This design comes from an exercise in tuning for small area, a short achievable clock period and few clock cycles on the open sky130 flow, not from production work.
The RTL was checked by simulation tests, not by an equivalence proof against the original design.

==> module codma_top, before the edit <==
module codma_top(
    input  logic                         clk_i,
    input  logic                         reset_n_i,
    input  logic                         start_i,
    input  logic [codma_pkg::ADDR_W-1:0] task_pointer_i,
    input  logic [codma_pkg::ADDR_W-1:0] status_pointer_i,
    output logic                         busy_o,
    output logic                         irq_o,
    output logic                         bus_req_o,
    output logic                         bus_we_o,
    output logic [codma_pkg::ADDR_W-1:0] bus_addr_o,
    output logic [codma_pkg::DATA_W-1:0] bus_wdata_o,
    input  logic [codma_pkg::DATA_W-1:0] bus_rdata_i,
    input  logic                         bus_ack_i,
    input  logic                         bus_error_i
);
    logic fetch_r;      
    logic pend_r;       
    logic read_r;       
    logic write_r;      
    logic fin_r;        
    logic busy_r;
    logic req_r;        
    logic we_r;
    logic irq_r;
    logic pend_err_r;   
    logic burst_r;      
    logic [2:0]  cnt_r;
    logic [31:0] addr_r;     
    logic [31:0] next_r;     
    logic [29:0] words_r;    
    logic        last_r;     
    logic [31:0] buf_r [8];  
    logic resp;
    logic desc_last;
    logic desc_ok;
    logic pkt_last;
    logic copy;
    logic copy_end;
    logic fin_end, fin_retry;
    logic sel_sp, sel_next, step;
    logic s_tp, s_sp, s_nx, s_inc;
    logic [31:0] addr_carry;   
    logic [29:0] words_zero;   
    logic        dec;
    assign resp      = bus_ack_i | bus_error_i;
    assign desc_last = fetch_r && (cnt_r[1:0] == 2'd3);
    assign desc_ok   = (bus_rdata_i != 32'd0) &&
                       (buf_r[5][31:1] == 31'd0) &&
                       (buf_r[5][0] ? (bus_rdata_i[4:0] == 5'd0) : (bus_rdata_i[1:0] == 2'd0));
    assign pkt_last  = !burst_r || (cnt_r == 3'd7);
    assign copy      = read_r || write_r;
    assign copy_end  = (write_r && bus_ack_i && last_r) || (copy && bus_error_i);
    assign fin_end   = fin_r && (bus_ack_i || (bus_error_i && buf_r[0][1]));
    assign fin_retry = fin_r && bus_error_i && !buf_r[0][1];
    assign busy_o      = busy_r;
    assign irq_o       = irq_r;
    assign bus_req_o   = req_r;
    assign bus_we_o    = we_r;
    assign bus_addr_o  = addr_r;
    assign bus_wdata_o = buf_r[0];
    always_ff @(posedge clk_i or negedge reset_n_i) begin
        if (!reset_n_i) begin
            fetch_r <= 1'b0;
            pend_r  <= 1'b0;
            read_r  <= 1'b0;
            write_r <= 1'b0;
            fin_r   <= 1'b0;
            busy_r  <= 1'b0;
            req_r   <= 1'b0;
            we_r    <= 1'b0;
            irq_r   <= 1'b0;
        end else begin
            irq_r <= fin_end;
            if (!busy_r) begin
                if (start_i) begin
                    busy_r  <= 1'b1;
                    req_r   <= 1'b1;
                    fetch_r <= 1'b1;
                end
            end else if (fetch_r) begin
                if (bus_error_i) begin
                    fetch_r <= 1'b0;
                    fin_r   <= 1'b1;
                    we_r    <= 1'b1;
                end else if (bus_ack_i && desc_last) begin
                    fetch_r <= 1'b0;
                    pend_r  <= desc_ok;
                    fin_r   <= !desc_ok;
                    we_r    <= 1'b1;
                end
            end else if (pend_r) begin
                if (resp) begin
                    pend_r <= 1'b0;
                    read_r <= 1'b1;
                    we_r   <= 1'b0;
                end
            end else if (copy) begin
                if (copy_end) begin
                    read_r  <= 1'b0;
                    write_r <= 1'b0;
                    fin_r   <= 1'b1;
                    we_r    <= 1'b1;
                end else if (bus_ack_i && pkt_last) begin
                    read_r  <= write_r;
                    write_r <= read_r;
                    we_r    <= read_r;
                end
            end else if (fin_end) begin
                fin_r  <= 1'b0;
                busy_r <= 1'b0;
                req_r  <= 1'b0;
                we_r   <= 1'b0;
            end
        end
    end
    assign sel_sp   = (fetch_r && (bus_error_i || (bus_ack_i && desc_last))) ||
                      copy_end || pend_r || fin_r;
    assign sel_next = copy && bus_ack_i && pkt_last;
    assign step     = bus_ack_i;
    always_comb begin
        logic grp;
        addr_carry = '0;
        grp = 1'b1;
        for (int g = 2; g < 32; g += 4) begin
            addr_carry[g] = grp;
            for (int i = g + 1; i < g + 4 && i < 32; i++) begin
                addr_carry[i] = addr_carry[i - 1] & addr_r[i - 1];
            end
            grp = grp & (&addr_r[g +: 4]);
        end
        words_zero = '0;
        grp = 1'b1;
        for (int g = 0; g < 30; g += 4) begin
            words_zero[g] = grp;
            for (int i = g + 1; i < g + 4 && i < 30; i++) begin
                words_zero[i] = words_zero[i - 1] & !words_r[i - 1];
            end
            grp = grp & ~(|words_r[g +: 4]);
        end
    end
    assign s_tp  = !busy_r;
    assign s_nx  = busy_r && ((pend_r && resp) || (sel_next && !copy_end));
    assign s_sp  = busy_r && !(pend_r && resp) && sel_sp;
    assign s_inc = busy_r && !s_nx && !s_sp;
    always_ff @(posedge clk_i) begin
        addr_r <= ({32{s_tp}}  & task_pointer_i) |
                  ({32{s_sp}}  & status_pointer_i) |
                  ({32{s_nx}}  & next_r) |
                  ({32{s_inc}} & (addr_r ^ ({32{step}} & addr_carry)));
    end
    always_ff @(posedge clk_i) begin
        if (desc_last || (pend_r && resp)) begin
            next_r <= buf_r[6];
        end else if (sel_next) begin
            next_r <= addr_r ^ ({32{step}} & addr_carry);   
        end
    end
    always_ff @(posedge clk_i) begin
        if (!busy_r || pend_r) begin
            cnt_r <= 3'd0;
        end else begin
            cnt_r <= cnt_r + {2'd0, bus_ack_i};
        end
    end
    always_ff @(posedge clk_i) begin
        if (!busy_r) begin
            pend_err_r <= 1'b0;
        end else if (pend_r && bus_error_i) begin
            pend_err_r <= 1'b1;
        end
    end
    assign dec = write_r && bus_ack_i;
    always_ff @(posedge clk_i) begin
        if (desc_last) begin
            words_r <= bus_rdata_i[31:2];
            last_r  <= (bus_rdata_i[31:2] == 30'd1);
            burst_r <= buf_r[5][0];
        end else begin
            words_r <= words_r ^ ({30{dec}} & words_zero);
            if (write_r && bus_ack_i) begin
                last_r <= (words_r == 30'd2);
            end
        end
    end
    logic        b0_code, b0_rd, b0_sh, b0_hold;
    logic        code_pend, code_done;
    logic [31:0] code;
    assign b0_code   = (fetch_r && bus_error_i) || (desc_last && bus_ack_i) || copy_end || fin_retry;
    assign code_pend = desc_last && bus_ack_i && desc_ok;
    assign code_done = copy_end && !bus_error_i && !pend_err_r;
    assign code      = {30'd0, !code_pend && !code_done, code_pend};
    assign b0_rd     = !b0_code && read_r && bus_ack_i && !burst_r;
    assign b0_sh     = !b0_code && !b0_rd && resp;
    assign b0_hold   = !b0_code && !resp;
    always_ff @(posedge clk_i) begin
        if (resp) begin
            for (int i = 1; i < 7; i++) begin
                buf_r[i] <= buf_r[i + 1];
            end
            buf_r[7] <= bus_rdata_i;
        end
        buf_r[0] <= ({32{b0_code}} & code) |
                    ({32{b0_rd}}   & bus_rdata_i) |
                    ({32{b0_sh}}   & buf_r[1]) |
                    ({32{b0_hold}} & buf_r[0]);
    end
endmodule
Settings: LEC_CHECK=0, CAP_MARGIN=20, CORE_MARGIN=2, CORE_UTILIZATION=55, SETUP_SLACK_MARGIN=3.6, SLEW_MARGIN=20; clock period 6.0 ns.
run.sh (not shown) runs the stock make flow with config.mk's settings and CLKGATE_MAP_FILE= SYNTH_SCRIPT=/design/flow/synth_recipe.tcl, a recipe that flattens the netlist after the stock synthesis.
Testbench counts at the start, summed over its fixed seeds: cycles 33,685.
Next try:
--- a/flow/design.v
+++ b/flow/design.v
@@ -75,11 +75,10 @@
     logic pkt_last;
     logic copy;
     logic copy_end;
     logic fin_end, fin_retry;
     logic sel_sp, sel_next, step;
-    logic s_tp, s_sp, s_nx, s_inc;
     logic [31:0] addr_carry;   
     logic [29:0] words_zero;   
     logic        dec;
     assign resp      = bus_ack_i | bus_error_i;
     assign desc_last = fetch_r && (cnt_r[1:0] == 2'd3);
@@ -175,25 +174,28 @@
                 words_zero[i] = words_zero[i - 1] & !words_r[i - 1];
             end
             grp = grp & ~(|words_r[g +: 4]);
         end
     end
-    assign s_tp  = !busy_r;
-    assign s_nx  = busy_r && ((pend_r && resp) || (sel_next && !copy_end));
-    assign s_sp  = busy_r && !(pend_r && resp) && sel_sp;
-    assign s_inc = busy_r && !s_nx && !s_sp;
-    always_ff @(posedge clk_i) begin
-        addr_r <= ({32{s_tp}}  & task_pointer_i) |
-                  ({32{s_sp}}  & status_pointer_i) |
-                  ({32{s_nx}}  & next_r) |
-                  ({32{s_inc}} & (addr_r ^ ({32{step}} & addr_carry)));
+    always_ff @(posedge clk_i) begin
+        if (!busy_r) begin
+            addr_r <= task_pointer_i;
+        end else if (pend_r && resp) begin
+            addr_r <= next_r;
+        end else if (sel_sp) begin
+            addr_r <= status_pointer_i;
+        end else if (sel_next) begin
+            addr_r <= next_r;
+        end else begin
+            addr_r <= addr_r ^ ({32{step}} & addr_carry);
+        end
     end
     always_ff @(posedge clk_i) begin
         if (desc_last || (pend_r && resp)) begin
             next_r <= buf_r[6];
         end else if (sel_next) begin
-            next_r <= addr_r ^ ({32{step}} & addr_carry);   
+            next_r <= addr_r ^ addr_carry;
         end
     end
     always_ff @(posedge clk_i) begin
         if (!busy_r || pend_r) begin
             cnt_r <= 3'd0;
@@ -219,28 +221,25 @@
             if (write_r && bus_ack_i) begin
                 last_r <= (words_r == 30'd2);
             end
         end
     end
-    logic        b0_code, b0_rd, b0_sh, b0_hold;
-    logic        code_pend, code_done;
-    logic [31:0] code;
-    assign b0_code   = (fetch_r && bus_error_i) || (desc_last && bus_ack_i) || copy_end || fin_retry;
-    assign code_pend = desc_last && bus_ack_i && desc_ok;
-    assign code_done = copy_end && !bus_error_i && !pend_err_r;
-    assign code      = {30'd0, !code_pend && !code_done, code_pend};
-    assign b0_rd     = !b0_code && read_r && bus_ack_i && !burst_r;
-    assign b0_sh     = !b0_code && !b0_rd && resp;
-    assign b0_hold   = !b0_code && !resp;
     always_ff @(posedge clk_i) begin
         if (resp) begin
-            for (int i = 1; i < 7; i++) begin
+            for (int i = 0; i < 7; i++) begin
                 buf_r[i] <= buf_r[i + 1];
             end
             buf_r[7] <= bus_rdata_i;
         end
-        buf_r[0] <= ({32{b0_code}} & code) |
-                    ({32{b0_rd}}   & bus_rdata_i) |
-                    ({32{b0_sh}}   & buf_r[1]) |
-                    ({32{b0_hold}} & buf_r[0]);
+        if (fetch_r && bus_error_i) begin
+            buf_r[0] <= codma_pkg::STATUS_ERROR;
+        end else if (desc_last && bus_ack_i) begin
+            buf_r[0] <= desc_ok ? codma_pkg::STATUS_PENDING : codma_pkg::STATUS_ERROR;
+        end else if (copy_end) begin
+            buf_r[0] <= (bus_error_i || pend_err_r) ? codma_pkg::STATUS_ERROR : codma_pkg::STATUS_DONE;
+        end else if (read_r && bus_ack_i && !burst_r) begin
+            buf_r[0] <= bus_rdata_i;
+        end else if (fin_retry) begin
+            buf_r[0] <= codma_pkg::STATUS_ERROR;
+        end
     end
 endmodule
After rerunning: Setup slack gets better by 7.4 ps. Maximum frequency went up by about 0.3%. Critical path depth stays the same. Global-route usage went up by 0.73 points. Design area increases by about 7%. Sequential share of layout area fell by 3.5 points. Non-clock buffer count increases by 11. Routed wire length grows by about 13%.
Testbench counts after the change, summed over its fixed seeds: cycles 33,685.

## afterwards: timing with drivers on the ports
No port has a modelled driver above. Below, the same layouts with a new extraction and two added sets of constraints.
Step 1: set_driving_cell puts a clkbuf_16 on clk_i and a buf_2 on each other input, an assumption about the parent block.
Step 2, shift: input delay + t, output delay - t, t = (earliest + latest rising clock arrival at the registers) / 2. This alone moves slack from input paths to output paths.
Slacks: ideal ports / drivers / drivers and shift; pairs: ideal ports / drivers.
run	shift t [ns]	setup WS [ns]	worst register clock-pin slew, ns	worst data-port slew with drivers (ns)	pins driven straight from the clock port
the first run	0.567	3.601 / 3.550 / 3.114	0.06 / 0.06	0.07	1
the second run	0.570	3.608 / 3.558 / 3.034	0.06 / 0.06	0.08	1
After both steps setup and hold are still met in every run listed. For the second run, which loses most, drivers alone change the setup slack by -0.050 ns; drivers and shift together by -0.574 ns.
